Background: an optimization exercise with open tools, aiming at small area, a short achievable clock period and few clock cycles per item. Do not read the settings as production practice.
In this exercise RTL edits were held to simulation tests only and were not proved equivalent to the original.

==> flow/design.v <==
package bdc_pkg;
	localparam logic OP_LOAD = 1'b0;
	localparam logic OP_EVAL = 1'b1;
	localparam int AXES   = 3;    
	localparam int IO_W   = 16;   
	localparam int U_W    = 16;   
	localparam int IDX_W  = 4;    
	localparam int CNT_W  = 5;    
	localparam int MIN_PTS = 3;   
endpackage
module bdc_sd_dec (
	input  logic [15:0] p,
	input  logic [15:0] q,
	output logic [7:0]  neg,
	output logic [7:0]  m1,
	output logic [7:0]  m2,
	output logic [7:0]  m3
);
	for (genvar k = 0; k < 8; k++) begin : g_dig
		logic signed [3:0] th, tl, dig;
		if (k == 7) begin : g_top
			assign th = $signed({3'b000, p[15]}) - $signed({3'b000, q[15]});
		end else begin : g_mid
			assign th = $signed({3'b000, q[2*k+1]}) - $signed({3'b000, p[2*k+1]});
		end
		assign tl  = $signed({3'b000, q[2*k]}) - $signed({3'b000, p[2*k]});
		assign dig = 4'(th + th + tl);
		assign neg[k] = dig[3];
		assign m1[k]  = (dig == 4'sd1) || (dig == -4'sd1);
		assign m2[k]  = (dig == 4'sd2) || (dig == -4'sd2);
		assign m3[k]  = (dig == 4'sd3) || (dig == -4'sd3);
	end
endmodule
module bdc_lerp_s1 (
	input  logic [15:0] p,
	input  logic [7:0]  neg,
	input  logic [7:0]  m1,
	input  logic [7:0]  m2,
	input  logic [7:0]  m3,
	input  logic [15:0] u1,
	input  logic [17:0] u3,
	output logic [15:0] hi_a,
	output logic [15:0] hi_b,
	output logic        c16
);
	logic [17:0] x1, x2;
	logic [15:0] prow;
	logic [31:0] row_a, row_b;
	assign x1 = {2'b00, u1};
	assign x2 = {1'b0, u1, 1'b0};
	assign prow = p + 16'hAAAC;    
	logic [17:0] sel0;
	logic [18:0] pp0;
	assign sel0 = (x1 & {18{m1[0]}}) | (x2 & {18{m2[0]}}) | (u3 & {18{m3[0]}});
	assign pp0 = {~neg[0], sel0 ^ {18{neg[0]}}};
	logic [17:0] sel1;
	logic [18:0] pp1;
	assign sel1 = (x1 & {18{m1[1]}}) | (x2 & {18{m2[1]}}) | (u3 & {18{m3[1]}});
	assign pp1 = {~neg[1], sel1 ^ {18{neg[1]}}};
	logic [17:0] sel2;
	logic [18:0] pp2;
	assign sel2 = (x1 & {18{m1[2]}}) | (x2 & {18{m2[2]}}) | (u3 & {18{m3[2]}});
	assign pp2 = {~neg[2], sel2 ^ {18{neg[2]}}};
	logic [17:0] sel3;
	logic [18:0] pp3;
	assign sel3 = (x1 & {18{m1[3]}}) | (x2 & {18{m2[3]}}) | (u3 & {18{m3[3]}});
	assign pp3 = {~neg[3], sel3 ^ {18{neg[3]}}};
	logic [17:0] sel4;
	logic [18:0] pp4;
	assign sel4 = (x1 & {18{m1[4]}}) | (x2 & {18{m2[4]}}) | (u3 & {18{m3[4]}});
	assign pp4 = {~neg[4], sel4 ^ {18{neg[4]}}};
	logic [17:0] sel5;
	logic [18:0] pp5;
	assign sel5 = (x1 & {18{m1[5]}}) | (x2 & {18{m2[5]}}) | (u3 & {18{m3[5]}});
	assign pp5 = {~neg[5], sel5 ^ {18{neg[5]}}};
	logic [17:0] sel6;
	logic [18:0] pp6;
	assign sel6 = (x1 & {18{m1[6]}}) | (x2 & {18{m2[6]}}) | (u3 & {18{m3[6]}});
	assign pp6 = {~neg[6], sel6 ^ {18{neg[6]}}};
	logic [17:0] sel7;
	logic [18:0] pp7;
	assign sel7 = (x1 & {18{m1[7]}}) | (x2 & {18{m2[7]}}) | (u3 & {18{m3[7]}});
	assign pp7 = {~neg[7], sel7 ^ {18{neg[7]}}};
	logic xs0, xc0, xs1, xc1, xs2, xc2, xs3, xc3, xs4, xc4, xs5, xc5, xs6, xc6, xs7, xc7, xs8, xc8, xs9, xc9, xs10, xc10, xs11, xc11, xs12, xc12, xs13, xc13, xs14, xc14, xs15, xc15, xs16, xc16, xs17, xc17, xs18, xc18, xs19, xc19, xs20, xc20, xs21, xc21, xs22, xc22, xs23, xc23, xs24, xc24, xs25, xc25, xs26, xc26, xs27, xc27, xs28, xc28, xs29, xc29, xs30, xc30, xs31, xc31, xs32, xc32, xs33, xc33, xs34, xc34, xs35, xc35, xs36, xc36, xs37, xc37, xs38, xc38, xs39, xc39, xs40, xc40, xs41, xc41, xs42, xc42, xs43, xc43, xs44, xc44, xs45, xc45, xs46, xc46, xs47, xc47, xs48, xc48, xs49, xc49, xs50, xc50, xs51, xc51, xs52, xc52, xs53, xc53, xs54, xc54, xs55, xc55, xs56, xc56, xs57, xc57, xs58, xc58, xs59, xc59, xs60, xc60, xs61, xc61, xs62, xc62, xs63, xc63, xs64, xc64, xs65, xc65, xs66, xc66, xs67, xc67, xs68, xc68, xs69, xc69, xs70, xc70, xs71, xc71, xs72, xc72, xs73, xc73, xs74, xc74, xs75, xc75, xs76, xc76, xs77, xc77, xs78, xc78, xs79, xc79, xs80, xc80, xs81, xc81, xs82, xc82, xs83, xc83, xs84, xc84, xs85, xc85, xs86, xc86, xs87, xc87, xs88, xc88, xs89, xc89, xs90, xc90, xs91, xc91, xs92, xc92, xs93, xc93, xs94, xc94, xs95, xc95, xs96, xc96, xs97, xc97, xs98, xc98, xs99, xc99, xs100, xc100, xs101, xc101, xs102, xc102, xs103, xc103, xs104, xc104, xs105, xc105, xs106, xc106, xs107, xc107, xs108, xc108, xs109, xc109, xs110, xc110, xs111, xc111, xs112, xc112, xs113, xc113, xs114, xc114, xs115, xc115, xs116, xc116, xs117, xc117, xs118, xc118, xs119, xc119, xs120, xc120, xs121, xc121, xs122, xc122, xs123, xc123, xs124, xc124, xs125, xc125, xs126, xc126, xs127, xc127, xs128, xc128, xs129, xc129, xs130, xc130, xs131, xc131;
	assign xs0 = pp0[10] ^ pp1[8];
	assign xc0 = pp0[10] & pp1[8];
	assign xs1 = pp0[11] ^ pp1[9];
	assign xc1 = pp0[11] & pp1[9];
	assign xs2 = pp0[12] ^ pp1[10] ^ pp2[8];
	assign xc2 = (pp0[12] & pp1[10]) | (pp0[12] & pp2[8]) | (pp1[10] & pp2[8]);
	assign xs3 = pp3[6] ^ pp4[4];
	assign xc3 = pp3[6] & pp4[4];
	assign xs4 = pp0[13] ^ pp1[11] ^ pp2[9];
	assign xc4 = (pp0[13] & pp1[11]) | (pp0[13] & pp2[9]) | (pp1[11] & pp2[9]);
	assign xs5 = pp3[7] ^ pp4[5];
	assign xc5 = pp3[7] & pp4[5];
	assign xs6 = pp0[14] ^ pp1[12] ^ pp2[10];
	assign xc6 = (pp0[14] & pp1[12]) | (pp0[14] & pp2[10]) | (pp1[12] & pp2[10]);
	assign xs7 = pp3[8] ^ pp4[6] ^ pp5[4];
	assign xc7 = (pp3[8] & pp4[6]) | (pp3[8] & pp5[4]) | (pp4[6] & pp5[4]);
	assign xs8 = pp6[2] ^ pp7[0];
	assign xc8 = pp6[2] & pp7[0];
	assign xs9 = pp0[15] ^ pp1[13] ^ pp2[11];
	assign xc9 = (pp0[15] & pp1[13]) | (pp0[15] & pp2[11]) | (pp1[13] & pp2[11]);
	assign xs10 = pp3[9] ^ pp4[7] ^ pp5[5];
	assign xc10 = (pp3[9] & pp4[7]) | (pp3[9] & pp5[5]) | (pp4[7] & pp5[5]);
	assign xs11 = pp6[3] ^ pp7[1];
	assign xc11 = pp6[3] & pp7[1];
	assign xs12 = pp0[16] ^ pp1[14] ^ pp2[12];
	assign xc12 = (pp0[16] & pp1[14]) | (pp0[16] & pp2[12]) | (pp1[14] & pp2[12]);
	assign xs13 = pp3[10] ^ pp4[8] ^ pp5[6];
	assign xc13 = (pp3[10] & pp4[8]) | (pp3[10] & pp5[6]) | (pp4[8] & pp5[6]);
	assign xs14 = pp6[4] ^ pp7[2] ^ prow[0];
	assign xc14 = (pp6[4] & pp7[2]) | (pp6[4] & prow[0]) | (pp7[2] & prow[0]);
	assign xs15 = pp0[17] ^ pp1[15] ^ pp2[13];
	assign xc15 = (pp0[17] & pp1[15]) | (pp0[17] & pp2[13]) | (pp1[15] & pp2[13]);
	assign xs16 = pp3[11] ^ pp4[9] ^ pp5[7];
	assign xc16 = (pp3[11] & pp4[9]) | (pp3[11] & pp5[7]) | (pp4[9] & pp5[7]);
	assign xs17 = pp6[5] ^ pp7[3] ^ prow[1];
	assign xc17 = (pp6[5] & pp7[3]) | (pp6[5] & prow[1]) | (pp7[3] & prow[1]);
	assign xs18 = pp0[18] ^ pp1[16] ^ pp2[14];
	assign xc18 = (pp0[18] & pp1[16]) | (pp0[18] & pp2[14]) | (pp1[16] & pp2[14]);
	assign xs19 = pp3[12] ^ pp4[10] ^ pp5[8];
	assign xc19 = (pp3[12] & pp4[10]) | (pp3[12] & pp5[8]) | (pp4[10] & pp5[8]);
	assign xs20 = pp6[6] ^ pp7[4] ^ prow[2];
	assign xc20 = (pp6[6] & pp7[4]) | (pp6[6] & prow[2]) | (pp7[4] & prow[2]);
	assign xs21 = pp1[17] ^ pp2[15] ^ pp3[13];
	assign xc21 = (pp1[17] & pp2[15]) | (pp1[17] & pp3[13]) | (pp2[15] & pp3[13]);
	assign xs22 = pp4[11] ^ pp5[9] ^ pp6[7];
	assign xc22 = (pp4[11] & pp5[9]) | (pp4[11] & pp6[7]) | (pp5[9] & pp6[7]);
	assign xs23 = pp7[5] ^ prow[3];
	assign xc23 = pp7[5] & prow[3];
	assign xs24 = pp1[18] ^ pp2[16] ^ pp3[14];
	assign xc24 = (pp1[18] & pp2[16]) | (pp1[18] & pp3[14]) | (pp2[16] & pp3[14]);
	assign xs25 = pp4[12] ^ pp5[10] ^ pp6[8];
	assign xc25 = (pp4[12] & pp5[10]) | (pp4[12] & pp6[8]) | (pp5[10] & pp6[8]);
	assign xs26 = pp7[6] ^ prow[4];
	assign xc26 = pp7[6] & prow[4];
	assign xs27 = pp2[17] ^ pp3[15] ^ pp4[13];
	assign xc27 = (pp2[17] & pp3[15]) | (pp2[17] & pp4[13]) | (pp3[15] & pp4[13]);
	assign xs28 = pp5[11] ^ pp6[9] ^ pp7[7];
	assign xc28 = (pp5[11] & pp6[9]) | (pp5[11] & pp7[7]) | (pp6[9] & pp7[7]);
	assign xs29 = pp2[18] ^ pp3[16] ^ pp4[14];
	assign xc29 = (pp2[18] & pp3[16]) | (pp2[18] & pp4[14]) | (pp3[16] & pp4[14]);
	assign xs30 = pp5[12] ^ pp6[10];
	assign xc30 = pp5[12] & pp6[10];
	assign xs31 = pp3[17] ^ pp4[15] ^ pp5[13];
	assign xc31 = (pp3[17] & pp4[15]) | (pp3[17] & pp5[13]) | (pp4[15] & pp5[13]);
	assign xs32 = pp3[18] ^ pp4[16];
	assign xc32 = pp3[18] & pp4[16];
	assign xs33 = pp0[6] ^ pp1[4];
	assign xc33 = pp0[6] & pp1[4];
	assign xs34 = pp0[7] ^ pp1[5];
	assign xc34 = pp0[7] & pp1[5];
	assign xs35 = pp0[8] ^ pp1[6] ^ pp2[4];
	assign xc35 = (pp0[8] & pp1[6]) | (pp0[8] & pp2[4]) | (pp1[6] & pp2[4]);
	assign xs36 = pp3[2] ^ pp4[0];
	assign xc36 = pp3[2] & pp4[0];
	assign xs37 = pp0[9] ^ pp1[7] ^ pp2[5];
	assign xc37 = (pp0[9] & pp1[7]) | (pp0[9] & pp2[5]) | (pp1[7] & pp2[5]);
	assign xs38 = pp3[3] ^ pp4[1];
	assign xc38 = pp3[3] & pp4[1];
	assign xs39 = xs0 ^ pp2[6] ^ pp3[4];
	assign xc39 = (xs0 & pp2[6]) | (xs0 & pp3[4]) | (pp2[6] & pp3[4]);
	assign xs40 = pp4[2] ^ pp5[0] ^ neg[5];
	assign xc40 = (pp4[2] & pp5[0]) | (pp4[2] & neg[5]) | (pp5[0] & neg[5]);
	assign xs41 = xc0 ^ xs1 ^ pp2[7];
	assign xc41 = (xc0 & xs1) | (xc0 & pp2[7]) | (xs1 & pp2[7]);
	assign xs42 = pp3[5] ^ pp4[3] ^ pp5[1];
	assign xc42 = (pp3[5] & pp4[3]) | (pp3[5] & pp5[1]) | (pp4[3] & pp5[1]);
	assign xs43 = xc1 ^ xs2 ^ xs3;
	assign xc43 = (xc1 & xs2) | (xc1 & xs3) | (xs2 & xs3);
	assign xs44 = pp5[2] ^ pp6[0] ^ neg[6];
	assign xc44 = (pp5[2] & pp6[0]) | (pp5[2] & neg[6]) | (pp6[0] & neg[6]);
	assign xs45 = xc2 ^ xc3 ^ xs4;
	assign xc45 = (xc2 & xc3) | (xc2 & xs4) | (xc3 & xs4);
	assign xs46 = xs5 ^ pp5[3] ^ pp6[1];
	assign xc46 = (xs5 & pp5[3]) | (xs5 & pp6[1]) | (pp5[3] & pp6[1]);
	assign xs47 = xc4 ^ xc5 ^ xs6;
	assign xc47 = (xc4 & xc5) | (xc4 & xs6) | (xc5 & xs6);
	assign xs48 = xs7 ^ xs8 ^ neg[7];
	assign xc48 = (xs7 & xs8) | (xs7 & neg[7]) | (xs8 & neg[7]);
	assign xs49 = xc6 ^ xc7 ^ xc8;
	assign xc49 = (xc6 & xc7) | (xc6 & xc8) | (xc7 & xc8);
	assign xs50 = xs9 ^ xs10 ^ xs11;
	assign xc50 = (xs9 & xs10) | (xs9 & xs11) | (xs10 & xs11);
	assign xs51 = xc9 ^ xc10 ^ xc11;
	assign xc51 = (xc9 & xc10) | (xc9 & xc11) | (xc10 & xc11);
	assign xs52 = xs12 ^ xs13 ^ xs14;
	assign xc52 = (xs12 & xs13) | (xs12 & xs14) | (xs13 & xs14);
	assign xs53 = xc12 ^ xc13 ^ xc14;
	assign xc53 = (xc12 & xc13) | (xc12 & xc14) | (xc13 & xc14);
	assign xs54 = xs15 ^ xs16 ^ xs17;
	assign xc54 = (xs15 & xs16) | (xs15 & xs17) | (xs16 & xs17);
	assign xs55 = xc15 ^ xc16 ^ xc17;
	assign xc55 = (xc15 & xc16) | (xc15 & xc17) | (xc16 & xc17);
	assign xs56 = xs18 ^ xs19 ^ xs20;
	assign xc56 = (xs18 & xs19) | (xs18 & xs20) | (xs19 & xs20);
	assign xs57 = xc18 ^ xc19 ^ xc20;
	assign xc57 = (xc18 & xc19) | (xc18 & xc20) | (xc19 & xc20);
	assign xs58 = xs21 ^ xs22 ^ xs23;
	assign xc58 = (xs21 & xs22) | (xs21 & xs23) | (xs22 & xs23);
	assign xs59 = xc21 ^ xc22 ^ xc23;
	assign xc59 = (xc21 & xc22) | (xc21 & xc23) | (xc22 & xc23);
	assign xs60 = xs24 ^ xs25 ^ xs26;
	assign xc60 = (xs24 & xs25) | (xs24 & xs26) | (xs25 & xs26);
	assign xs61 = xc24 ^ xc25 ^ xc26;
	assign xc61 = (xc24 & xc25) | (xc24 & xc26) | (xc25 & xc26);
	assign xs62 = xs27 ^ xs28 ^ prow[5];
	assign xc62 = (xs27 & xs28) | (xs27 & prow[5]) | (xs28 & prow[5]);
	assign xs63 = xc27 ^ xc28 ^ xs29;
	assign xc63 = (xc27 & xc28) | (xc27 & xs29) | (xc28 & xs29);
	assign xs64 = xs30 ^ pp7[8] ^ prow[6];
	assign xc64 = (xs30 & pp7[8]) | (xs30 & prow[6]) | (pp7[8] & prow[6]);
	assign xs65 = xc29 ^ xc30 ^ xs31;
	assign xc65 = (xc29 & xc30) | (xc29 & xs31) | (xc30 & xs31);
	assign xs66 = pp6[11] ^ pp7[9] ^ prow[7];
	assign xc66 = (pp6[11] & pp7[9]) | (pp6[11] & prow[7]) | (pp7[9] & prow[7]);
	assign xs67 = xc31 ^ xs32 ^ pp5[14];
	assign xc67 = (xc31 & xs32) | (xc31 & pp5[14]) | (xs32 & pp5[14]);
	assign xs68 = pp6[12] ^ pp7[10] ^ prow[8];
	assign xc68 = (pp6[12] & pp7[10]) | (pp6[12] & prow[8]) | (pp7[10] & prow[8]);
	assign xs69 = xc32 ^ pp4[17] ^ pp5[15];
	assign xc69 = (xc32 & pp4[17]) | (xc32 & pp5[15]) | (pp4[17] & pp5[15]);
	assign xs70 = pp6[13] ^ pp7[11] ^ prow[9];
	assign xc70 = (pp6[13] & pp7[11]) | (pp6[13] & prow[9]) | (pp7[11] & prow[9]);
	assign xs71 = pp4[18] ^ pp5[16] ^ pp6[14];
	assign xc71 = (pp4[18] & pp5[16]) | (pp4[18] & pp6[14]) | (pp5[16] & pp6[14]);
	assign xs72 = pp7[12] ^ prow[10];
	assign xc72 = pp7[12] & prow[10];
	assign xs73 = pp5[17] ^ pp6[15] ^ pp7[13];
	assign xc73 = (pp5[17] & pp6[15]) | (pp5[17] & pp7[13]) | (pp6[15] & pp7[13]);
	assign xs74 = pp5[18] ^ pp6[16];
	assign xc74 = pp5[18] & pp6[16];
	assign xs75 = pp0[4] ^ pp1[2];
	assign xc75 = pp0[4] & pp1[2];
	assign xs76 = pp0[5] ^ pp1[3];
	assign xc76 = pp0[5] & pp1[3];
	assign xs77 = xs33 ^ pp2[2] ^ pp3[0];
	assign xc77 = (xs33 & pp2[2]) | (xs33 & pp3[0]) | (pp2[2] & pp3[0]);
	assign xs78 = xc33 ^ xs34 ^ pp2[3];
	assign xc78 = (xc33 & xs34) | (xc33 & pp2[3]) | (xs34 & pp2[3]);
	assign xs79 = xc34 ^ xs35 ^ xs36;
	assign xc79 = (xc34 & xs35) | (xc34 & xs36) | (xs35 & xs36);
	assign xs80 = xc35 ^ xc36 ^ xs37;
	assign xc80 = (xc35 & xc36) | (xc35 & xs37) | (xc36 & xs37);
	assign xs81 = xc37 ^ xc38 ^ xs39;
	assign xc81 = (xc37 & xc38) | (xc37 & xs39) | (xc38 & xs39);
	assign xs82 = xc39 ^ xc40 ^ xs41;
	assign xc82 = (xc39 & xc40) | (xc39 & xs41) | (xc40 & xs41);
	assign xs83 = xc41 ^ xc42 ^ xs43;
	assign xc83 = (xc41 & xc42) | (xc41 & xs43) | (xc42 & xs43);
	assign xs84 = xc43 ^ xc44 ^ xs45;
	assign xc84 = (xc43 & xc44) | (xc43 & xs45) | (xc44 & xs45);
	assign xs85 = xc45 ^ xc46 ^ xs47;
	assign xc85 = (xc45 & xc46) | (xc45 & xs47) | (xc46 & xs47);
	assign xs86 = xc47 ^ xc48 ^ xs49;
	assign xc86 = (xc47 & xc48) | (xc47 & xs49) | (xc48 & xs49);
	assign xs87 = xc49 ^ xc50 ^ xs51;
	assign xc87 = (xc49 & xc50) | (xc49 & xs51) | (xc50 & xs51);
	assign xs88 = xc51 ^ xc52 ^ xs53;
	assign xc88 = (xc51 & xc52) | (xc51 & xs53) | (xc52 & xs53);
	assign xs89 = xc53 ^ xc54 ^ xs55;
	assign xc89 = (xc53 & xc54) | (xc53 & xs55) | (xc54 & xs55);
	assign xs90 = xc55 ^ xc56 ^ xs57;
	assign xc90 = (xc55 & xc56) | (xc55 & xs57) | (xc56 & xs57);
	assign xs91 = xc57 ^ xc58 ^ xs59;
	assign xc91 = (xc57 & xc58) | (xc57 & xs59) | (xc58 & xs59);
	assign xs92 = xc59 ^ xc60 ^ xs61;
	assign xc92 = (xc59 & xc60) | (xc59 & xs61) | (xc60 & xs61);
	assign xs93 = xc61 ^ xc62 ^ xs63;
	assign xc93 = (xc61 & xc62) | (xc61 & xs63) | (xc62 & xs63);
	assign xs94 = xc63 ^ xc64 ^ xs65;
	assign xc94 = (xc63 & xc64) | (xc63 & xs65) | (xc64 & xs65);
	assign xs95 = xc65 ^ xc66 ^ xs67;
	assign xc95 = (xc65 & xc66) | (xc65 & xs67) | (xc66 & xs67);
	assign xs96 = xc67 ^ xc68 ^ xs69;
	assign xc96 = (xc67 & xc68) | (xc67 & xs69) | (xc68 & xs69);
	assign xs97 = xc69 ^ xc70 ^ xs71;
	assign xc97 = (xc69 & xc70) | (xc69 & xs71) | (xc70 & xs71);
	assign xs98 = xc71 ^ xc72 ^ xs73;
	assign xc98 = (xc71 & xc72) | (xc71 & xs73) | (xc72 & xs73);
	assign xs99 = xc73 ^ xs74 ^ pp7[14];
	assign xc99 = (xc73 & xs74) | (xc73 & pp7[14]) | (xs74 & pp7[14]);
	assign xs100 = xc74 ^ pp6[17] ^ pp7[15];
	assign xc100 = (xc74 & pp6[17]) | (xc74 & pp7[15]) | (pp6[17] & pp7[15]);
	assign xs101 = pp6[18] ^ pp7[16];
	assign xc101 = pp6[18] & pp7[16];
	assign xs102 = pp0[2] ^ pp1[0];
	assign xc102 = pp0[2] & pp1[0];
	assign xs103 = pp0[3] ^ pp1[1];
	assign xc103 = pp0[3] & pp1[1];
	assign xs104 = xs75 ^ pp2[0] ^ neg[2];
	assign xc104 = (xs75 & pp2[0]) | (xs75 & neg[2]) | (pp2[0] & neg[2]);
	assign xs105 = xc75 ^ xs76 ^ pp2[1];
	assign xc105 = (xc75 & xs76) | (xc75 & pp2[1]) | (xs76 & pp2[1]);
	assign xs106 = xc76 ^ xs77 ^ neg[3];
	assign xc106 = (xc76 & xs77) | (xc76 & neg[3]) | (xs77 & neg[3]);
	assign xs107 = xc77 ^ xs78 ^ pp3[1];
	assign xc107 = (xc77 & xs78) | (xc77 & pp3[1]) | (xs78 & pp3[1]);
	assign xs108 = xc78 ^ xs79 ^ neg[4];
	assign xc108 = (xc78 & xs79) | (xc78 & neg[4]) | (xs79 & neg[4]);
	assign xs109 = xc79 ^ xs80 ^ xs38;
	assign xc109 = (xc79 & xs80) | (xc79 & xs38) | (xs80 & xs38);
	assign xs110 = xc80 ^ xs81 ^ xs40;
	assign xc110 = (xc80 & xs81) | (xc80 & xs40) | (xs81 & xs40);
	assign xs111 = xc81 ^ xs82 ^ xs42;
	assign xc111 = (xc81 & xs82) | (xc81 & xs42) | (xs82 & xs42);
	assign xs112 = xc82 ^ xs83 ^ xs44;
	assign xc112 = (xc82 & xs83) | (xc82 & xs44) | (xs83 & xs44);
	assign xs113 = xc83 ^ xs84 ^ xs46;
	assign xc113 = (xc83 & xs84) | (xc83 & xs46) | (xs84 & xs46);
	assign xs114 = xc84 ^ xs85 ^ xs48;
	assign xc114 = (xc84 & xs85) | (xc84 & xs48) | (xs85 & xs48);
	assign xs115 = xc85 ^ xs86 ^ xs50;
	assign xc115 = (xc85 & xs86) | (xc85 & xs50) | (xs86 & xs50);
	assign xs116 = xc86 ^ xs87 ^ xs52;
	assign xc116 = (xc86 & xs87) | (xc86 & xs52) | (xs87 & xs52);
	assign xs117 = xc87 ^ xs88 ^ xs54;
	assign xc117 = (xc87 & xs88) | (xc87 & xs54) | (xs88 & xs54);
	assign xs118 = xc88 ^ xs89 ^ xs56;
	assign xc118 = (xc88 & xs89) | (xc88 & xs56) | (xs89 & xs56);
	assign xs119 = xc89 ^ xs90 ^ xs58;
	assign xc119 = (xc89 & xs90) | (xc89 & xs58) | (xs90 & xs58);
	assign xs120 = xc90 ^ xs91 ^ xs60;
	assign xc120 = (xc90 & xs91) | (xc90 & xs60) | (xs91 & xs60);
	assign xs121 = xc91 ^ xs92 ^ xs62;
	assign xc121 = (xc91 & xs92) | (xc91 & xs62) | (xs92 & xs62);
	assign xs122 = xc92 ^ xs93 ^ xs64;
	assign xc122 = (xc92 & xs93) | (xc92 & xs64) | (xs93 & xs64);
	assign xs123 = xc93 ^ xs94 ^ xs66;
	assign xc123 = (xc93 & xs94) | (xc93 & xs66) | (xs94 & xs66);
	assign xs124 = xc94 ^ xs95 ^ xs68;
	assign xc124 = (xc94 & xs95) | (xc94 & xs68) | (xs95 & xs68);
	assign xs125 = xc95 ^ xs96 ^ xs70;
	assign xc125 = (xc95 & xs96) | (xc95 & xs70) | (xs96 & xs70);
	assign xs126 = xc96 ^ xs97 ^ xs72;
	assign xc126 = (xc96 & xs97) | (xc96 & xs72) | (xs97 & xs72);
	assign xs127 = xc97 ^ xs98 ^ prow[11];
	assign xc127 = (xc97 & xs98) | (xc97 & prow[11]) | (xs98 & prow[11]);
	assign xs128 = xc98 ^ xs99 ^ prow[12];
	assign xc128 = (xc98 & xs99) | (xc98 & prow[12]) | (xs99 & prow[12]);
	assign xs129 = xc99 ^ xs100 ^ prow[13];
	assign xc129 = (xc99 & xs100) | (xc99 & prow[13]) | (xs100 & prow[13]);
	assign xs130 = xc100 ^ xs101 ^ prow[14];
	assign xc130 = (xc100 & xs101) | (xc100 & prow[14]) | (xs101 & prow[14]);
	assign xs131 = xc101 ^ pp7[17] ^ prow[15];
	assign xc131 = (xc101 & pp7[17]) | (xc101 & prow[15]) | (pp7[17] & prow[15]);
	assign row_a[0] = pp0[0];
	assign row_b[0] = neg[0];
	assign row_a[1] = pp0[1];
	assign row_b[1] = 1'b0;
	assign row_a[2] = xs102;
	assign row_b[2] = neg[1];
	assign row_a[3] = xc102;
	assign row_b[3] = xs103;
	assign row_a[4] = xc103;
	assign row_b[4] = xs104;
	assign row_a[5] = xc104;
	assign row_b[5] = xs105;
	assign row_a[6] = xc105;
	assign row_b[6] = xs106;
	assign row_a[7] = xc106;
	assign row_b[7] = xs107;
	assign row_a[8] = xc107;
	assign row_b[8] = xs108;
	assign row_a[9] = xc108;
	assign row_b[9] = xs109;
	assign row_a[10] = xc109;
	assign row_b[10] = xs110;
	assign row_a[11] = xc110;
	assign row_b[11] = xs111;
	assign row_a[12] = xc111;
	assign row_b[12] = xs112;
	assign row_a[13] = xc112;
	assign row_b[13] = xs113;
	assign row_a[14] = xc113;
	assign row_b[14] = xs114;
	assign row_a[15] = xc114;
	assign row_b[15] = xs115;
	assign row_a[16] = xc115;
	assign row_b[16] = xs116;
	assign row_a[17] = xc116;
	assign row_b[17] = xs117;
	assign row_a[18] = xc117;
	assign row_b[18] = xs118;
	assign row_a[19] = xc118;
	assign row_b[19] = xs119;
	assign row_a[20] = xc119;
	assign row_b[20] = xs120;
	assign row_a[21] = xc120;
	assign row_b[21] = xs121;
	assign row_a[22] = xc121;
	assign row_b[22] = xs122;
	assign row_a[23] = xc122;
	assign row_b[23] = xs123;
	assign row_a[24] = xc123;
	assign row_b[24] = xs124;
	assign row_a[25] = xc124;
	assign row_b[25] = xs125;
	assign row_a[26] = xc125;
	assign row_b[26] = xs126;
	assign row_a[27] = xc126;
	assign row_b[27] = xs127;
	assign row_a[28] = xc127;
	assign row_b[28] = xs128;
	assign row_a[29] = xc128;
	assign row_b[29] = xs129;
	assign row_a[30] = xc129;
	assign row_b[30] = xs130;
	assign row_a[31] = xc130;
	assign row_b[31] = xs131;
	logic [16:0] lo;
	assign lo   = {1'b0, row_a[15:0]} + {1'b0, row_b[15:0]};
	assign c16  = lo[16];
	assign hi_a = row_a[31:16];
	assign hi_b = row_b[31:16];
endmodule
module bdc_lerp_s2 (
	input  logic [15:0] hi_a,
	input  logic [15:0] hi_b,
	input  logic        c16,
	output logic [15:0] r
);
	assign r = hi_a + hi_b + {15'd0, c16};
endmodule
module bezier_de_casteljau_evaluator #(
	parameter int MAX_POINTS  = 16,
	parameter int COORD_WIDTH = 16
) (
	input  logic                              clk,
	input  logic                              arst_n,
	input  logic                              start,
	output logic                              busy,
	input  logic                              operation,
	input  logic [bdc_pkg::IDX_W-1:0]         point_index,
	input  logic signed [bdc_pkg::IO_W-1:0]   point_x,
	input  logic signed [bdc_pkg::IO_W-1:0]   point_y,
	input  logic signed [bdc_pkg::IO_W-1:0]   point_z,
	input  logic [bdc_pkg::U_W-1:0]           param_u,
	input  logic [bdc_pkg::CNT_W-1:0]         points_in_use,
	output logic                              done,
	output logic signed [bdc_pkg::IO_W-1:0]   curve_x,
	output logic signed [bdc_pkg::IO_W-1:0]   curve_y,
	output logic signed [bdc_pkg::IO_W-1:0]   curve_z
);
	localparam int LANES = 4;                   
	localparam int NGRP  = 16 / LANES;          
	localparam int GW    = $clog2(NGRP);
	logic       accept, load_req, eval_ok;
	logic [4:0] n_eff;
	assign accept   = start && !busy;
	assign load_req = accept && (operation == 1'b0);
	assign n_eff    = (points_in_use > 5'd16) ? 5'd16 : points_in_use;
	assign eval_ok  = accept && (operation == 1'b1) && (n_eff >= 5'd3);
	logic [47:0] ctrl_q [16];
	always_ff @(posedge clk) begin
		if (load_req) begin
			ctrl_q[point_index] <= {point_z, point_y, point_x};
		end
	end
	logic          sl_q;                  
	logic [1:0]    act_q, l1_q, l1pf_q;   
	logic [7:0]    m_q;                   
	logic [7:0]    n_q;                   
	logic [2*GW-1:0] c_q;                 
	logic [31:0]   u_q;                   
	logic [35:0]   u3_q;                  
	logic          pend_q;
	logic [3:0]    pend_m_q;
	logic [15:0]   pend_u_q;
	logic          act_s, l1_s, act_o;
	logic [3:0]    m_s, n_o;
	logic [GW-1:0] c_s;
	logic [15:0]   u_s;
	logic [17:0]   u3_s;
	assign act_s = act_q[sl_q];
	assign l1_s  = l1_q[sl_q];
	assign m_s   = m_q[4*sl_q +: 4];
	assign c_s   = c_q[GW*sl_q +: GW];
	assign u_s   = u_q[16*sl_q +: 16];
	assign u3_s  = u3_q[18*sl_q +: 18];
	assign act_o = act_q[!sl_q];
	assign n_o   = n_q[4*(!sl_q) +: 4];
	logic          act_p, l1_p;
	logic [3:0]    m_p, m_p_dec;
	logic [GW-1:0] c_p;
	logic          last_grp_p, eng_free_p;
	logic [GW-1:0] cn_p;
	logic          l1n_p;
	assign act_p      = act_q[!sl_q];
	assign l1_p       = l1_q[!sl_q];
	assign m_p        = m_q[4*(!sl_q) +: 4];
	assign c_p        = c_q[GW*(!sl_q) +: GW];
	assign m_p_dec    = m_p - 4'd1;
	assign last_grp_p = (c_p == m_p_dec[3:2]);
	assign eng_free_p = !act_p || (last_grp_p && (m_p == 4'd1));
	assign cn_p       = eng_free_p ? '0 : (last_grp_p ? '0 : c_p + GW'(1));
	assign l1n_p      = eng_free_p ? 1'b1 : (last_grp_p ? 1'b0 : l1_p);
	logic            last_grp, fin, eng_free, byp_lo, byp_hi;
	logic [NGRP-1:0] nsel_c, nsel_0, nsel_1, wr_grp;
	always_ff @(posedge clk or negedge arst_n) begin
		if (!arst_n) begin
			last_grp <= 1'b0;
			fin      <= 1'b0;
			eng_free <= 1'b1;
			byp_lo   <= 1'b0;
			byp_hi   <= 1'b0;
			wr_grp   <= '0;
			nsel_c   <= 4'b0001;
			nsel_0   <= '0;
			nsel_1   <= '0;
		end else begin
			last_grp <= last_grp_p;
			fin      <= act_p && last_grp_p && (m_p == 4'd1);
			eng_free <= eng_free_p;
			byp_lo   <= !eng_free_p && last_grp_p && (c_p == GW'(0));
			byp_hi   <= !eng_free_p && last_grp_p && (c_p == GW'(1));
			for (int c = 0; c < NGRP; c++) begin
				wr_grp[c] <= act_p && (c_p == GW'(c));
				nsel_c[c] <= l1n_p && (cn_p == GW'(c));
				nsel_0[c] <= !l1n_p && sl_q && (cn_p == GW'(c));
				nsel_1[c] <= !l1n_p && !sl_q && (cn_p == GW'(c));
			end
		end
	end
	logic [3:0] m_dec;
	assign m_dec = m_s - 4'd1;
	assign busy = pend_q || (|l1pf_q);
	logic        cand_v, go, go_pend, go_req;
	logic [3:0]  cand_m;
	logic [15:0] st_u;
	assign cand_v  = pend_q || eval_ok;
	assign cand_m  = pend_q ? pend_m_q : 4'(n_eff - 5'd1);
	assign st_u    = pend_q ? pend_u_q : param_u;
	assign go      = eng_free && cand_v && (!act_o || (n_o == cand_m));
	assign go_pend = go && pend_q;
	assign go_req  = go && !pend_q;
	logic          act_nx, l1_nx, l1pf_nx;
	logic [3:0]    m_nx, m_nx_dec;
	logic [GW-1:0] c_nx;
	logic [15:0]   u_nx;
	logic [17:0]   u3_nx;
	always_comb begin
		act_nx = act_s;
		l1_nx  = l1_s;
		m_nx   = m_s;
		c_nx   = c_s;
		u_nx   = u_s;
		u3_nx  = u3_s;
		if (eng_free) begin
			act_nx = go;
			l1_nx  = 1'b1;
			c_nx   = '0;
			m_nx   = cand_m;
			if (go) begin
				u_nx  = st_u;
				u3_nx = {2'b00, st_u} + {1'b0, st_u, 1'b0};
			end
		end else if (last_grp) begin
			l1_nx = 1'b0;
			c_nx  = '0;
			m_nx  = m_dec;
		end else begin
			c_nx = c_s + GW'(1);
		end
	end
	assign m_nx_dec = m_nx - 4'd1;
	assign l1pf_nx  = act_nx && l1_nx && (c_nx != m_nx_dec[3:2]);
	logic [15:0] u_cur_q;     
	logic [17:0] u3_cur_q;
	always_ff @(posedge clk or negedge arst_n) begin
		if (!arst_n) begin
			sl_q   <= 1'b0;
			act_q  <= '0;
			l1pf_q <= '0;
			pend_q <= 1'b0;
		end else begin
			sl_q           <= !sl_q;
			act_q[sl_q]    <= act_nx;
			l1pf_q[sl_q]   <= l1pf_nx;
			if (eval_ok && !go_req) begin
				pend_q <= 1'b1;
			end else if (go_pend) begin
				pend_q <= 1'b0;
			end
		end
	end
	always_ff @(posedge clk) begin
		l1_q[sl_q]           <= l1_nx;
		m_q[4*sl_q +: 4]     <= m_nx;
		c_q[GW*sl_q +: GW]   <= c_nx;
		u_q[16*sl_q +: 16]   <= u_nx;
		u3_q[18*sl_q +: 18]  <= u3_nx;
		if (go) begin
			n_q[4*sl_q +: 4] <= cand_m;
		end
		u_cur_q  <= u_nx;
		u3_cur_q <= u3_nx;
		if (eval_ok && !go_req) begin
			pend_u_q <= param_u;
			pend_m_q <= 4'(n_eff - 5'd1);
		end
	end
	logic [47:0] w0_q [15];        
	logic [47:0] w1_q [15];        
	logic [47:0] opnd_q [LANES];   
	logic [47:0] res [LANES];      
	logic [47:0] opnd_nx [LANES+1];
	for (genvar k = 0; k <= LANES; k++) begin : g_rd
		logic [47:0] rd;
		always_comb begin
			rd = '0;
			for (int c = 0; c < NGRP; c++) begin
				if (c * LANES + k < 16) begin
					rd = rd | (ctrl_q[c * LANES + k] & {48{nsel_c[c]}});
				end
				if (c * LANES + k < 15) begin
					rd = rd | (w0_q[c * LANES + k] & {48{nsel_0[c]}})
						| (w1_q[c * LANES + k] & {48{nsel_1[c]}});
				end
			end
		end
		if (k < LANES) begin : g_lo
			assign opnd_nx[k] = byp_lo ? res[k] : rd;
			always_ff @(posedge clk) begin
				opnd_q[k] <= opnd_nx[k];
			end
		end else begin : g_hi
			assign opnd_nx[k] = byp_hi ? res[0] : rd;
		end
	end
	for (genvar k = 0; k < LANES; k++) begin : g_unit
		for (genvar a = 0; a < 3; a++) begin : g_axis
			logic [7:0]  neg_nx, m1_nx, m2_nx, m3_nx;
			logic [7:0]  neg_q, m1_q, m2_q, m3_q;
			logic [15:0] hi_a, hi_b, hi_a_q, hi_b_q;
			logic        c16, c16_q;
			bdc_sd_dec u_dec (
				.p   (opnd_nx[k][a*16 +: 16]),
				.q   (opnd_nx[k+1][a*16 +: 16]),
				.neg (neg_nx),
				.m1  (m1_nx),
				.m2  (m2_nx),
				.m3  (m3_nx)
			);
			always_ff @(posedge clk) begin
				neg_q <= neg_nx;
				m1_q  <= m1_nx;
				m2_q  <= m2_nx;
				m3_q  <= m3_nx;
			end
			bdc_lerp_s1 u_s1 (
				.p    (opnd_q[k][a*16 +: 16]),
				.neg  (neg_q),
				.m1   (m1_q),
				.m2   (m2_q),
				.m3   (m3_q),
				.u1   (u_cur_q),
				.u3   (u3_cur_q),
				.hi_a (hi_a),
				.hi_b (hi_b),
				.c16  (c16)
			);
			always_ff @(posedge clk) begin
				hi_a_q <= hi_a;
				hi_b_q <= hi_b;
				c16_q  <= c16;
			end
			bdc_lerp_s2 u_s2 (
				.hi_a (hi_a_q),
				.hi_b (hi_b_q),
				.c16  (c16_q),
				.r    (res[k][a*16 +: 16])
			);
		end
	end
	for (genvar j = 0; j < 15; j++) begin : g_w
		always_ff @(posedge clk) begin
			if (!sl_q && wr_grp[j / LANES]) begin
				w0_q[j] <= res[j % LANES];
			end
			if (sl_q && wr_grp[j / LANES]) begin
				w1_q[j] <= res[j % LANES];
			end
		end
	end
	logic        done_q;
	logic [47:0] res_q;
	always_ff @(posedge clk or negedge arst_n) begin
		if (!arst_n) begin
			done_q <= 1'b0;
		end else begin
			done_q <= fin;
		end
	end
	always_ff @(posedge clk) begin
		if (fin) begin
			res_q <= res[0];
		end
	end
	assign done    = done_q;
	assign curve_x = res_q[15:0];
	assign curve_y = res_q[31:16];
	assign curve_z = res_q[47:32];
endmodule
==> flow/run.sh <==
#!/bin/bash
# synth_recipe.tcl (not shown) runs the flow's synth.tcl, then flattens the netlist and writes it again
# the make line also repeats each setting of config.mk as NAME=value (left out here)
make -C /OpenROAD-flow-scripts/flow DESIGN_CONFIG=/design/flow/config.mk WORK_HOME=/design/flow/orfs CLKGATE_MAP_FILE= SYNTH_SCRIPT=/design/flow/synth_recipe.tcl finish
==> flow/config.mk <==
export PLATFORM = sky130hd
export DESIGN_NAME = bezier_de_casteljau_evaluator
export DESIGN_NICKNAME = bezier_de_casteljau_evaluator
export VERILOG_FILES = /design/flow/design.v
export SDC_FILE = /design/flow/constraint.sdc
export NUM_CORES = 4
export LEC_CHECK = 0
export CAP_MARGIN = 20
export CORE_MARGIN = 2
export CORE_UTILIZATION = 30
export PLACE_DENSITY = 0.4
export SETUP_SLACK_MARGIN = 5
export SLEW_MARGIN = 20
==> flow/constraint.sdc <==
create_clock -name core_clock -period 10.0 [get_ports {clk}]
set_input_delay 2.0000 -clock core_clock [delete_from_list [all_inputs] [get_ports {clk}]]
set_output_delay 2.0000 -clock core_clock [all_outputs]
set_load 0.01 [all_outputs]
==> impl_results.md <==
* Maximum Capacitance Violations at 0
* Highest clock rate at 201 MHz
* Instance count after placement with tap cells included at 25100
* DRC at 0
* Net count reported at finish at 18800
* CP Class: reg -> reg
* Cell at the root of the clock tree: sky130_fd_sc_hd__clkbuf_16
* Headroom to the max-slew limit at 0.113
* Wire length per cell at 34.0 um
* Arrival time worst endpoint at just under 6 ns
* Total global routing overflow at 0
* Drt first pass iters at 14
* Count of hold buffers inserted by post-cts repair at 0
* First-pass GRT wire length at 1210000 um
* Die Span Y at a little over 800 um
* Most common library cell in the layout ignoring fill and taps: sky130_fd_sc_hd__edfxtp_1
* CTS Sinks at 3400
* Yosys warning count at 10
* Port-buffer cells at 126
* Clock-pin transition on the worst setup and hold timing paths at 0.07 ns
* Tcrit/Tclk final at 0.496
* Area Growth Syn to Fin at 13.5%
* Via count at between 100k and 150k
* Number of pins with negative max-slew slack in the final report at 0
* Fraction of the yosys area taken by sequential cells at 0.452
* Worst-case setup slack after placement at 4.25 ns
* Startpoint of the lowest-slack hold path: opnd_q[3][46]
* Synthesized flop and latch total at 3400
* I/O pin count at 127
* Pin count of the biggest net entering global routing at 112
* Gate Count Post-Synth at 16900
* Min-Delay Path Class: reg -> reg
* Final worst path period need at 4.96 ns
* Worst Hold End: g_unit[3].g_axis[2].hi_b_q[15]
* Area of the placeable core at 0.676 mm2
* Sum of negative setup slack at 0 ns
* Startpoint types: register
* Antenna violations before repair at 73
* Cts bufs inserted at 394
* Number of distinct library cells after synthesis at 87
* Endpoint required time on the critical path at 10.85 ns
* Starting density of the core at 0.301
* Final Hold Viols at 0
* RR Startpoint: u_cur_q[9]
* Setup slack, reg-to-reg at 5.04 ns
* Routability cong. at about 0.84
* Post-route insts no fill at 26000
* Die Area at 0.684 mm2
* Final Skew at 0.0732 ns
* Number of synthesized flops with an enable pin at 2366
* Detail-routed via count per cell at approximately 5.7
* Fraction of layout cells with a size suffix above 1 at 0.0941
* Number of stages on the worst hold path at 2
* Mapped Nets at between 15000 and 20000
* GRT Resource Usage Total at 0.248
* Wire length reported by the detailed router at 884000 um
* Reg2Reg Depth at 15
* Die W at roughly 830 um
* Reg2Reg Capture Point: g_unit[2].g_axis[0].c16_q
* Final-report setup violation count at 0
* Leading cell types in the layout, fill and taps excluded: sky130_fd_sc_hd__edfxtp_1, sky130_fd_sc_hd__inv_1, sky130_fd_sc_hd__xnor2_1
* Clk buf depth at 4
* Antenna-violating nets left at 0
* Synth Flop Type: sky130_fd_sc_hd__edfxtp_1
* # H-tree levels at 5
* Number of global-route vias before repair at 148000
* RSZ-0062 raised after global routing: yes
* Estimated wirelength of the detail-placed design at 583000 um
* Cell area after synthesis at slightly above 0.2 mm2
* Element type at the critical path end: register
* Status: timing/DRC/antenna clean
* DR iter-0 viols at 24700
* Critical-path maximum fanout at 70
* Measured slew at the worst slew-check pin at 1.32 ns
* Clock tree from TritonCTS: built
* Fraction of registers with async set/reset at 0.00824
* Latest clock arrival within the worst-skew pair at 1.03 ns
* Number of placement rows at 302
* Post-synthesis area per instance at 12.1 um2
* Final Worst Setup Slack at 5.04 ns
-- how the worst max path moves through the flow --
stage	from	endpoint	cells past startpoint
2_1_floorplan	point_index[1]	ctrl_q[0][0]	2
3_3_place_gp	points_in_use[4]	register	13
3_5_place_dp	points_in_use[4]	register	13
4_1_cts	u_cur_q[6]	g_unit[0].g_axis[2].c16_q	16
5_1_grt	u_cur_q[11]	g_unit[3].g_axis[2].c16_q	15
6_report	u_cur_q[9]	g_unit[2].g_axis[0].c16_q	15
-- sequential cells by signal, indices dropped and copies added, names as in the netlist, 12 cells and up, named ones only --
signal / flops
g_unit.g_axis.m2_q: 96
pend_u_q: 16
w0_q: 720
g_unit.g_axis.c16_q: 12
ctrl_q: 768
u3_cur_q: 18
g_unit.g_axis.hi_a_q: 192
g_unit.g_axis.m3_q: 96
g_unit.g_axis.hi_b_q: 192
u_cur_q: 16
w1_q: 720
res_q: 48
g_unit.g_axis.neg_q: 96
opnd_q: 192
g_unit.g_axis.m1_q: 96
-- synth_stat cells, types with 143 or more instances --
library cell | number | area, um2
sky130_fd_sc_hd__nand3_1 | 179 | 896
sky130_fd_sc_hd__xnor2_1 | 1817 | 15900
sky130_fd_sc_hd__edfxtp_1 | 2366 | 71000
sky130_fd_sc_hd__dfxtp_1 | 1006 | 20100
sky130_fd_sc_hd__a221oi_1 | 350 | 3070
sky130_fd_sc_hd__fa_1 | 1405 | 28100
sky130_fd_sc_hd__a22o_1 | 340 | 2980
sky130_fd_sc_hd__nor2_1 | 410 | 1540
sky130_fd_sc_hd__ha_1 | 720 | 9010
sky130_fd_sc_hd__o21a_1 | 145 | 1090
sky130_fd_sc_hd__a222oi_1 | 1515 | 15200
sky130_fd_sc_hd__buf_1 | 272 | 1020
sky130_fd_sc_hd__a22oi_1 | 678 | 5090
sky130_fd_sc_hd__inv_1 | 2080 | 7810
sky130_fd_sc_hd__xor2_1 | 288 | 2520
sky130_fd_sc_hd__o21ai_0 | 190 | 951
sky130_fd_sc_hd__clkbuf_1 | 1175 | 4410
sky130_fd_sc_hd__nand2_1 | 402 | 1510
sky130_fd_sc_hd__a21o_1 | 143 | 1070
sky130_fd_sc_hd__nor2b_1 | 203 | 1270
sky130_fd_sc_hd__a21oi_1 | 288 | 1440
-- cell families (layout without fill, tap and decap cells) --
| family | count (synthesis) | in the layout | synth area share |
|---|---|---|---|
| XOR/XNOR | 2105 | 2105 | 0.0907 |
| AND/OR/NAND/NOR | 1565 | 1565 | 0.0367 |
| AO/OA/AOI/OAI | 3935 | 3935 | 0.164 |
| other | 0 | 55 | 0 |
| adder cells (fa/ha/maj) | 2125 | 2125 | 0.183 |
| flip-flops | 3400 | 3400 | 0.452 |
| buffers and inverters | 3592 | 3671 | 0.0665 |
| multiplexers | 147 | 147 | 0.00771 |
-- layout make-up --
type | instances | area, um2
Multi-Input combinational cell | 9877 | 98800
Clock inverter | 202 | 1930
Timing Repair Buffer | 813 | 7860
Fill cell | 66900 | 445000
Antenna cell | 55 | 138
Sequential cell | 3400 | 92100
Clock buffer | 526 | 10700
Inverter | 2130 | 8020
Tap cell | 8968 | 11200
-- critical path, stage by stage, from the launching register on --
cell and delay, ns:
sky130_fd_sc_hd__dfxtp_4 0.44, sky130_fd_sc_hd__buf_16 0.22, sky130_fd_sc_hd__a222oi_1 0.49, sky130_fd_sc_hd__xnor2_1 0.14, sky130_fd_sc_hd__fa_1 0.55, sky130_fd_sc_hd__inv_1 0.06
sky130_fd_sc_hd__fa_1 0.51, sky130_fd_sc_hd__fa_1 0.54, sky130_fd_sc_hd__inv_1 0.05, sky130_fd_sc_hd__fa_1 0.49, sky130_fd_sc_hd__inv_1 0.04, sky130_fd_sc_hd__ha_1 0.29
sky130_fd_sc_hd__a21o_1 0.18, sky130_fd_sc_hd__a21o_1 0.17, sky130_fd_sc_hd__a221oi_1 0.30, sky130_fd_sc_hd__o211ai_1 0.14
-- layer usage --
layer | vias up | share of wire | global-route usage
met3 | 932 | 0.10 | 0.0610
li1 | 61500 | - | -
met1 | 77600 | 0.45 | 0.370
met2 | 7820 | 0.42 | 0.363
met5 | - | 0.000088 | 0.000140
met4 | 12 | 0.023 | 0.0519
-- timing repair --
| item | in CTS | in global routing |
|---|---|---|
| gates resized for setup | 19 | 45 |
| hold endpoints to repair | 0 | 0 |
| setup buffers | 16 | 35 |
| pin swaps | 0 | 5 |
| cloned | 1 | 6 |
| setup endpoints to repair | 19 | 44 |
-- metrics by stage --
| stage | instance area [um2] | hold slack, ns | utilization |
|---|---|---|---|
| floorplan | 203000 | 0.456 | - |
| global placement | 217000 | 0.477 | 0.321 |
| detailed placement | 217000 | 0.489 | 0.321 |
| CTS | 230000 | 0.501 | 0.340 |
| global route | 231000 | 0.515 | 0.341 |
| finish | 231000 | 0.493 | 0.341 |
Testbench counts, summed over its fixed seeds: cycles 41,199, items 4,096.

## static timing again, ports no longer ideal
No port has a modelled driver above. Below, the same layout with a new extraction and two added sets of constraints. Step 1 assumes that a clkbuf_16 drives the clock port and a buf_2 every other input. Step 2 adds t to the input delays and takes it off the output delays; t is the mean of the earliest and latest rising clock arrival at the registers after step 1. Input paths then give back, and output paths get back, about the clock's delay inside the block. Three values: ideal, step 1, step 2; two values: the first two.
t, ns: 1.127
setup WS [ns]: 5.037 / 5.037 / 4.435
hold slack, ns: 0.493 / 0.493 / 0.493
worst setup path after step 2: input to register
worst register clock-pin slew, ns: 0.07 / 0.07
After both steps setup and hold are still met in this run. The setup slack of this run moves by 0.000 ns with the drivers and by -0.602 ns with both steps.
